This is an optimization exercise on Yosys and OpenROAD, whose aim is small area, a short achievable clock period and few clock cycles per item, not a production implementation.
Only the layout flow was run in this run; the RTL was not checked for function there.

==> flow/run.sh <==
#!/bin/bash
# synth_recipe.tcl (not shown) runs the flow's synth.tcl, then flattens the netlist and writes it again
# the make line also repeats each setting of config.mk as NAME=value (left out here)
make -C /OpenROAD-flow-scripts/flow DESIGN_CONFIG=/design/flow/config.mk WORK_HOME=/design/flow/orfs CLKGATE_MAP_FILE= SYNTH_SCRIPT=/design/flow/synth_recipe.tcl finish
==> flow/config.mk <==
export PLATFORM = sky130hd
export DESIGN_NAME = xoroshiro_range_generator_top
export DESIGN_NICKNAME = xoroshiro_range_generator_top
export VERILOG_FILES = /design/flow/design.v
export SDC_FILE = /design/flow/constraint.sdc
export NUM_CORES = 4
export LEC_CHECK = 0
export CAP_MARGIN = 20
export CORE_MARGIN = 2
export CORE_UTILIZATION = 40
export SETUP_SLACK_MARGIN = 0.25
export SLEW_MARGIN = 20
==> flow/constraint.sdc <==
create_clock -name core_clock -period 6.0 [get_ports {clk}]
set_input_delay 1.2000 -clock core_clock [delete_from_list [all_inputs] [get_ports {clk}]]
set_output_delay 1.2000 -clock core_clock [all_outputs]
set_load 0.01 [all_outputs]
==> flow/design.v <==
package xrg_pkg;
  localparam int unsigned WORD_W = 64;
  localparam logic [WORD_W-1:0] ALL_ONES = '1;
  localparam int unsigned ROT_A   = 55;
  localparam int unsigned SHIFT_B = 14;
  localparam int unsigned ROT_C   = 36;
  localparam logic [WORD_W-1:0] SEED0_RESET = WORD_W'(1);
  localparam logic [WORD_W-1:0] SEED1_RESET = WORD_W'(0);
  localparam int unsigned CFG_IDX_W = 1;
  localparam logic [CFG_IDX_W-1:0] CFG_SEED0 = 1'b0;
  localparam logic [CFG_IDX_W-1:0] CFG_SEED1 = 1'b1;
  localparam logic [1:0] REQ_RAW  = 2'd0;
  localparam logic [1:0] REQ_UPTO = 2'd1;
  localparam logic [1:0] REQ_SPAN = 2'd2;
  localparam int unsigned QDEPTH  = 2;
  localparam int unsigned QPTR_W  = (QDEPTH > 1) ? $clog2(QDEPTH) : 1;
  localparam int unsigned QCNT_W  = $clog2(QDEPTH + 1);
  localparam int unsigned DIV_STEPS = WORD_W;
  localparam int unsigned DCNT_W    = $clog2(DIV_STEPS);
  typedef enum logic {
    OP_PASS = 1'b0,
    OP_MOD  = 1'b1
  } xrg_op_t;
  typedef struct packed {
    logic [1:0]        req_type;
    logic [WORD_W-1:0] bound_low;
    logic [WORD_W-1:0] bound_high;
  } xrg_req_t;
  typedef struct packed {
    logic [WORD_W-1:0] value;
    logic              range_error;
  } xrg_rsp_t;
  typedef struct packed {
    xrg_op_t           op;
    logic [WORD_W-1:0] operand;
    logic [WORD_W-1:0] bound;
    logic [WORD_W-1:0] offset;
    logic              err;
  } xrg_job_t;
  localparam int unsigned JOB_W = 1 + 3 * WORD_W + 1;
  function automatic logic [WORD_W-1:0] rotl(input logic [WORD_W-1:0] v,
                                             input int unsigned amt);
    rotl = (v << amt) | (v >> (WORD_W - amt));
  endfunction
endpackage
import xrg_pkg::*;
module xrg_front
(
  input  logic                          clk,
  input  logic                          rst,
  input  logic                          adv,
  input  logic                          cfg_valid,
  input  logic [xrg_pkg::CFG_IDX_W-1:0] cfg_index,
  input  logic [xrg_pkg::WORD_W-1:0]    cfg_data,
  output logic [xrg_pkg::WORD_W-1:0]    raw
);
  logic [WORD_W-1:0] gen0;
  logic [WORD_W-1:0] gen1;
  logic [WORD_W-1:0] mix;
  logic [WORD_W-1:0] gen0_next;
  logic [WORD_W-1:0] gen1_next;
  assign raw       = gen0 + gen1;
  assign mix       = gen0 ^ gen1;
  assign gen0_next = ((gen0 << ROT_A) | (gen0 >> (WORD_W-ROT_A))) ^ mix ^ (mix << SHIFT_B);
  assign gen1_next = ((mix << ROT_C) | (mix >> (WORD_W-ROT_C)));
  always_ff @(posedge clk) begin
    if (rst) begin
      gen0 <= SEED0_RESET;
      gen1 <= SEED1_RESET;
    end else begin
      if (cfg_valid && cfg_index == CFG_SEED0) gen0 <= cfg_data;
      else if (adv)                            gen0 <= gen0_next;
      if (cfg_valid && cfg_index == CFG_SEED1) gen1 <= cfg_data;
      else if (adv)                            gen1 <= gen1_next;
    end
  end
endmodule
import xrg_pkg::*;
module xrg_back
(
  input  logic                       clk,
  input  logic                       rst,
  input  logic                       req_valid,
  output logic                       req_stall,
  input  xrg_pkg::xrg_req_t          req,
  input  logic                       cfg_valid,
  input  logic [xrg_pkg::WORD_W-1:0] raw,
  output logic                       adv,
  output logic                       rsp_valid,
  input  logic                       rsp_stall,
  output xrg_pkg::xrg_rsp_t          rsp
);
  logic       st_a;       
  logic       st_b;       
  logic       st_div;     
  logic       st_fin;     
  logic       first;      
  logic [5:0] cnt;        
  logic [1:0] kind;
  logic       hi_ones;
  logic       hi_zero;
  logic       lo_eq_hi;
  logic       pend;       
  logic       span_lt;
  logic       err;
  logic [63:0] r;
  logic [64:0] b1;
  logic [64:0] b3;
  logic [63:0] nlo;       
  logic take;
  logic out_free;
  assign take     = req_valid && !req_stall;
  assign out_free = !rsp_valid || !rsp_stall;
  assign rsp      = {r, err};
  logic [64:0] s1;
  logic [64:0] s2;
  logic [64:0] s3;
  logic        c1;
  logic        c2;
  logic        c3;
  logic [63:0] r_div;
  assign s1 = {1'b0, r} + {1'b0, ~b1[63:0]};
  assign s2 = {1'b0, r} + {1'b0, ~{b1[62:0], 1'b1}};
  assign s3 = {1'b0, r} + {1'b0, ~b3[63:0]};
  assign c1 = s1[64] && !b1[64];
  assign c2 = s2[64] && !b1[64] && !b1[63];
  assign c3 = s3[64] && !b3[64];
  always_comb begin
    if (c3)      r_div = s3[63:0];
    else if (c2) r_div = s2[63:0];
    else if (c1) r_div = s1[63:0];
    else         r_div = r;
  end
  logic [63:0] px;
  logic [63:0] py;
  logic [64:0] ps;
  assign px = first ? {1'b0, b1[64:2]} : b1[63:0];
  assign py = first ? {b1[64:2], 1'b1} : nlo;
  assign ps = {1'b0, px} + {1'b0, py} + 65'd1;
  logic [63:0] nb;
  logic [31:0] pv;        
  logic [4:0]  klo;
  logic        k32;
  logic [5:0]  k;
  logic [64:0] bn;
  assign nb = b1[63:0];
  always_comb begin
    for (int i = 0; i < 32; i++) begin
      if (i == 0) pv[31] = nb[63];
      else        pv[31 - i] = nb[64 - 2*i] | nb[63 - 2*i];
    end
  end
  assign k32 = (nb[63:1] == 63'd0);
  logic [15:0] z2;
  logic [15:0] n2;
  logic [7:0]  z4;
  logic [15:0] n4;
  logic [3:0]  z8;
  logic [11:0] n8;
  logic [1:0]  z16;
  logic [7:0]  n16;
  always_comb begin
    for (int g = 0; g < 16; g++) begin
      z2[g] = !(pv[2*g+1] || pv[2*g]);
      n2[g] = !pv[2*g+1];
    end
    for (int g = 0; g < 8; g++) begin
      z4[g] = z2[2*g+1] && z2[2*g];
      n4[2*g +: 2] = z2[2*g+1] ? {1'b1, n2[2*g]} : {1'b0, n2[2*g+1]};
    end
    for (int g = 0; g < 4; g++) begin
      z8[g] = z4[2*g+1] && z4[2*g];
      n8[3*g +: 3] = z4[2*g+1] ? {1'b1, n4[2*(2*g) +: 2]} : {1'b0, n4[2*(2*g+1) +: 2]};
    end
    for (int g = 0; g < 2; g++) begin
      z16[g] = z8[2*g+1] && z8[2*g];
      n16[4*g +: 4] = z8[2*g+1] ? {1'b1, n8[3*(2*g) +: 3]} : {1'b0, n8[3*(2*g+1) +: 3]};
    end
    klo = z16[1] ? {1'b1, n16[3:0]} : {1'b0, n16[7:4]};
  end
  assign k = k32 ? 6'd32 : {1'b0, klo};
  logic [64:0] sh0;
  logic [64:0] sh1;
  logic [64:0] sh2;
  logic [64:0] sh3;
  logic [64:0] sh4;
  assign sh0 = {1'b0, nb};
  assign sh1 = klo[4] ? {sh0[32:0], {32{1'b1}}} : sh0;
  assign sh2 = klo[3] ? {sh1[48:0], {16{1'b1}}} : sh1;
  assign sh3 = klo[2] ? {sh2[56:0], {8{1'b1}}}  : sh2;
  assign sh4 = klo[1] ? {sh3[60:0], {4{1'b1}}}  : sh3;
  assign bn  = k32 ? {65{1'b1}} : (klo[0] ? {sh4[62:0], {2{1'b1}}} : sh4);
  logic a_go;             
  logic a_upto_div;
  logic a_done;           
  logic a_zero;           
  logic b_div;
  logic div_last;
  logic span_ge;
  assign span_ge    = ps[64];
  assign a_go       = st_a && out_free;
  assign a_upto_div = (kind == REQ_UPTO) && !hi_ones && !hi_zero;
  assign a_done     = (kind == REQ_RAW) || (kind == 2'd3) ||
                      ((kind == REQ_UPTO) && (hi_ones || hi_zero));
  assign a_zero     = (kind == 2'd3) || ((kind == REQ_UPTO) && !hi_ones && hi_zero);
  assign b_div      = !span_lt && !hi_ones && !lo_eq_hi;
  assign div_last   = (cnt == 6'd0);
  always_comb begin
    adv = 1'b0;
    if (st_a && pend) begin
      case (kind)
        REQ_RAW:  adv = 1'b1;
        REQ_UPTO: adv = hi_ones || !hi_zero;
        REQ_SPAN: adv = span_ge && (hi_ones || !lo_eq_hi);
        default:  adv = 1'b0;
      endcase
    end
  end
  logic       n_a;
  logic       n_b;
  logic       n_div;
  logic       n_fin;
  logic [5:0] n_cnt;
  always_comb begin
    n_a   = st_a && !out_free;
    n_b   = 1'b0;
    n_div = 1'b0;
    n_fin = 1'b0;
    n_cnt = cnt;
    if (a_go) begin
      if (kind == REQ_SPAN) begin
        n_b = 1'b1;
      end else if (a_upto_div) begin
        n_div = 1'b1;
        n_cnt = k;
      end
    end
    if (st_b) begin
      if (!span_lt && !hi_ones) begin
        if (lo_eq_hi) begin
          n_fin = 1'b1;
        end else begin
          n_div = 1'b1;
          n_cnt = k;
        end
      end
    end
    if (st_div) begin
      n_cnt = cnt - 6'd1;
      if (!div_last)              n_div = 1'b1;
      else if (kind == REQ_SPAN)  n_fin = 1'b1;
    end
    if (take) begin
      n_a = 1'b1;
    end
  end
  always_ff @(posedge clk) begin
    if (rst) begin
      st_a      <= 1'b0;
      st_b      <= 1'b0;
      st_div    <= 1'b0;
      st_fin    <= 1'b0;
      rsp_valid <= 1'b0;
      req_stall <= 1'b0;
    end else begin
      st_a   <= n_a;
      st_b   <= n_b;
      st_div <= n_div;
      st_fin <= n_fin;
      req_stall <= n_a || n_b || (n_div && !(n_cnt == 6'd0 && (take ? req.req_type : kind) != REQ_SPAN));
      if ((a_go && a_done) || (st_b && !b_div && !lo_eq_hi) || (st_b && hi_ones) ||
          (st_div && div_last && kind != REQ_SPAN) || st_fin) begin
        rsp_valid <= 1'b1;
      end else if (!rsp_stall) begin
        rsp_valid <= 1'b0;
      end
    end
  end
  always_ff @(posedge clk) begin
    cnt   <= n_cnt;
    first <= 1'b0;
    if (st_a) pend <= 1'b0;
    if (a_go) begin
      r   <= a_zero ? 64'd0 : b3[63:0];
      err <= 1'b0;
    end else if (st_b) begin
      if (span_lt) begin
        r   <= 64'd0;
        err <= 1'b1;
      end else if (!hi_ones && lo_eq_hi) begin
        r   <= 64'd0;
      end
    end else if (st_div) begin
      r <= r_div;
    end else if (st_fin) begin
      r <= s1[63:0];
    end
    if (a_go) begin
      if (kind == REQ_SPAN) begin
        b1      <= {1'b0, ps[63:0]};
        span_lt <= !ps[64];
      end else begin
        b1    <= bn;
        b3    <= {65{1'b1}};
        first <= 1'b1;
      end
    end
    if (st_b) begin
      if (lo_eq_hi) begin
        b1 <= {1'b0, nlo};
      end else begin
        b1    <= bn;
        b3    <= {65{1'b1}};
        first <= 1'b1;
      end
    end
    if (st_div) begin
      if (div_last) b1 <= {1'b0, nlo};
      else          b1 <= {2'b00, b1[64:2]};
      if (first)    b3 <= ps;
      else          b3 <= {2'b00, b3[64:2]};
    end
    if (take) begin
      b3       <= {1'b0, raw};
      b1       <= {1'b0, req.bound_high};
      nlo      <= ~req.bound_low;
      kind     <= req.req_type;
      hi_ones  <= (req.bound_high == ALL_ONES);
      hi_zero  <= (req.bound_high == '0);
      lo_eq_hi <= (req.bound_high == req.bound_low);
      pend     <= !cfg_valid;
    end
  end
endmodule
import xrg_pkg::*;
module xoroshiro_range_generator_top
(
  input  logic                 clk,
  input  logic                 rst,
  input  logic                 req_valid,
  output logic                 req_stall,
  input  xrg_pkg::xrg_req_t             req,
  output logic                 rsp_valid,
  input  logic                 rsp_stall,
  output xrg_pkg::xrg_rsp_t             rsp,
  input  logic                 cfg_valid,
  output logic                 cfg_ready,
  input  logic [xrg_pkg::CFG_IDX_W-1:0] cfg_index,
  input  logic [xrg_pkg::WORD_W-1:0]    cfg_data
);
  logic                      adv;
  logic [xrg_pkg::WORD_W-1:0] raw;
  assign cfg_ready = 1'b1;
  xrg_front u_front (
    .clk       (clk),
    .rst       (rst),
    .adv       (adv),
    .cfg_valid (cfg_valid),
    .cfg_index (cfg_index),
    .cfg_data  (cfg_data),
    .raw       (raw)
  );
  xrg_back u_back (
    .clk       (clk),
    .rst       (rst),
    .req_valid (req_valid),
    .req_stall (req_stall),
    .req       (req),
    .cfg_valid (cfg_valid),
    .raw       (raw),
    .adv       (adv),
    .rsp_valid (rsp_valid),
    .rsp_stall (rsp_stall),
    .rsp       (rsp)
  );
endmodule
==> impl_metrics.ini <==
[worst_setup_path]
worstPathArrival_ns = 5.94
cpMostUsedCell = o21ai_0
path_delay_family = compound AO/OA/AOI/OAI gates
cp_num_buf_inv = 2
path_class = reg -> reg
crit_chain = inv_1, o21ai_0, ha_1, a21oi_1, o21ai_0, a221o_1, o21ai_0, a21boi_0, o21ai_1, o21a_1, o21a_4, buf_12, mux2i_1, a211oi_1
crit_required_ns = 6.52
worst-path-max-fanout = 48
startpoint_type = flip-flop
critPathSlowestCell = o21a_4
slowest_delay_ns = 0.65
endpoint_kind = flip-flop

[timing]
relSlewSlack_pct = 19.93
rsz0062_at_grt = no
worst_slew_pin_slew_ns = 1.195
holdWs_ns = 0.4863
maxSlewViolCount = 0
final.setup_skew_ns = 0.04972
period_share_pct = 90.35
fmax_mhz = 184.5
hold_viol_final = 0
finalSetupViolations = 0
min_period_ns = 5.421
setup_tns_ns = 0

[synthesis]
ys_ff_latch = 407
async_reset_ff_share_pct = 0
synth_fp_nets = 6709
synth_area_um2 = 45160
synth_area_per_cell_um2 = 7.306
ys.flop_type = dfxtp_1
netlist-cell-type-count = 108
synth-edff-count = 197
syn-instance-count = 6181
yosysWarnings = 2
synth-seq-area-share_pct = 22.41

[clocking]
cts_post_setup_buffers_inserted = 0
cts_buffers = 53
clock_path_buffers = 3
holdBufCountCts = 0
clkTransAtPathRegs_ns = 0.06
cts_root_buf = clkbuf_16
post_cts_resized = 0
numClockSinks = 407
clk_latency_ns = 0.70
cts_tree = yes
htreeDepth = 2

[global_route]
grt_pass1_wl_mm = 343.9
use_met3_pct = 7.881
grtUsageMet2_pct = 63.00
use_met1_pct = 49.18
grt_overflow = 0
grt-busiest-layer = met2
antenna_found_initial = 13
track_usage_pct = 40.89
grt_max_degree = 124
grt_pass1_vias = 47090

[route]
drt_pre_antenna_iters = 6
drc_errors = 0
vias_per_cell = 6.595
ant_nets = 0
vias = 51000
routed_wirelength_mm = 247.7
wl_per_cell_um = 32.04
first_iter_violations = 6580

[hold_path]
hold_path.class = reg -> reg

[final_layout]
area_delta_synth_final_pct = 13.10
drive_gt1_share_pct = 4.945
layout_common_cells = nand2_1 (674), a21oi_1 (623), o21ai_0 (592)
fin_nets = 6713
final_common_cell = nand2_1

[pwr]
power_density_nw_per_um2 = 509.6
total_power_mw = 26.03
ir_worst_vdd_mv = 0.2349
p_leak_nw = 20.34

[floorplan]
io-pin-count = 268
core_area_um2 = 112200
rows = 123
fp.dieH_um = 340.0
die_area_um2 = 115600
die_w_um = 340.0
start_util_pct = 40.25

[job]
max-cap-violations = 0

[placement]
globalplace.congestion = 1.080
io_buffers = 266
dp_hpwl_mm = 197.0

[outcome]
status = complete, no violations
## report_power, final
part           internal (mW)  switching [mW]
sequential              3.68           0.960
clock                   2.01            1.52
combinational           6.23            11.6
total                   11.9            14.1
## synthesized netlist by cell type (all sizes together) (63+ instances only)
master  count  share of area [%]
mux2i      95                2.1
nand2     677                5.6
o221ai     71                1.4
clkbuf    385                3.3
xor2      182                3.5
xnor2     293                5.7
ha        323                8.9
nand4     112                1.6
o211ai     69                1.1
nor4      116                1.6
nor3      177                2.0
buf        63               0.63
a31oi      68                1.0
nor2      443                3.7
a21o      188                3.1
o21ai     621                6.9
dfxtp     210                9.3
o22ai      73                1.0
edfxtp    197                 13
a21oi     625                6.9
nand3      89               0.99
a211oi     73                1.2
inv       349                2.9
## worst reg2reg max path, stage by stage, from the launching register on
cell      delay (ns)
edfxtp_1        0.56
inv_1           0.44
o21ai_0         0.19
ha_1            0.42
a21oi_1         0.23
o21ai_0         0.12
a221o_1         0.38
o21ai_0         0.60
a21boi_0        0.33
o21ai_1         0.39
o21a_1          0.33
o21a_4          0.65
buf_12          0.31
mux2i_1         0.24
a211oi_1        0.10
## path summary, 6_finish.rpt
kind / start / to / slack [ns] / cells after the start
min: u_front.gen1[12] / u_front.gen1[12] / 0.49 / 2
min reg2reg: u_front.gen1[12] / u_front.gen1[12] / 0.49 / 2
max reg2reg: u_back.b1[15] / u_front.gen1[24] / 0.58 / 14
max: u_back.b1[15] / u_front.gen1[24] / 0.58 / 14
## logic make-up after synthesis
group / share of synthesized area, %
compound gates: 31.41
xor+xnor: 9.212
fa+ha+maj: 9.171
buf+inv: 7.001
flops: 22.41
mux: 2.255
other cells: 0.008304
simple gates: 18.54
## registers in the layout (all words and copies together), names as in the netlist, 2 cells and up
signal	count
u_back.b1	65
u_back.b3	65
u_back.nlo	64
u_back.r	64
u_front.gen0	64
u_front.gen1	64
u_back.cnt	6
u_back.kind	2
## per-stage QoR
stage | area, um^2 | worst slack [ns] | std cells | utilization [%]
global placement | 49230 | 0.6809 | 7629 | 43.88
detailed placement | 49230 | 0.8764 | 7629 | 43.88
floorplan | 45180 | 0.8266 | 6181 | -
CTS | 51060 | 0.8711 | 7728 | 45.51
global route | 51070 | 0.3904 | 7731 | 45.52
finish | 51070 | 0.5791 | 7732 | 45.52
## per-layer routing
metal / share of wire, % / vias up / wire, um
li1: - / 22770 / -
met1: 38 / 24420 / 93370
met2: 43 / 3008 / 107000
met3: 9.1 / 789 / 22570
met4: 10 / 14 / 24690
met5: 0.041 / - / 102
## final cells by class
type / count / area (um^2)
antenna: 3 / 7.507
clock buffer: 62 / 1381
multi-input combinational: 4971 / 32040
sequential: 407 / 10130
clock inverter: 37 / 445.4
timing repair buffer: 402 / 3879
tap: 1500 / 1877
fill: 11490 / 61120
inverter: 350 / 1319

-- separate check: timing with driven ports --
The flow's constraints put no driver on any port. The routed layout listed below was extracted and timed again, unchanged, in two steps. Step 1: set_driving_cell puts a clkbuf_16 on clk and a buf_2 on each other input, an assumption about the parent block. Step 2 moves the port delays by t, midway between the first and last clock arrival at a register: inputs arrive t later, outputs are due t later. That takes back most of the time a late clock gives input paths. Three values: no drivers, after step 1, after step 2; two values: the first two.
shift t [ns]: 0.754
slack for setup (ns): 0.579 / 0.579 / 0.579
worst setup path after step 2: register to register
worst slew at a driven data input, ns: 0.10
cell pins on the clock port's net: 1
After both steps this run still meets setup and hold. The setup slack of this run moves by 0.000 ns with the drivers and by 0.000 ns with both steps.
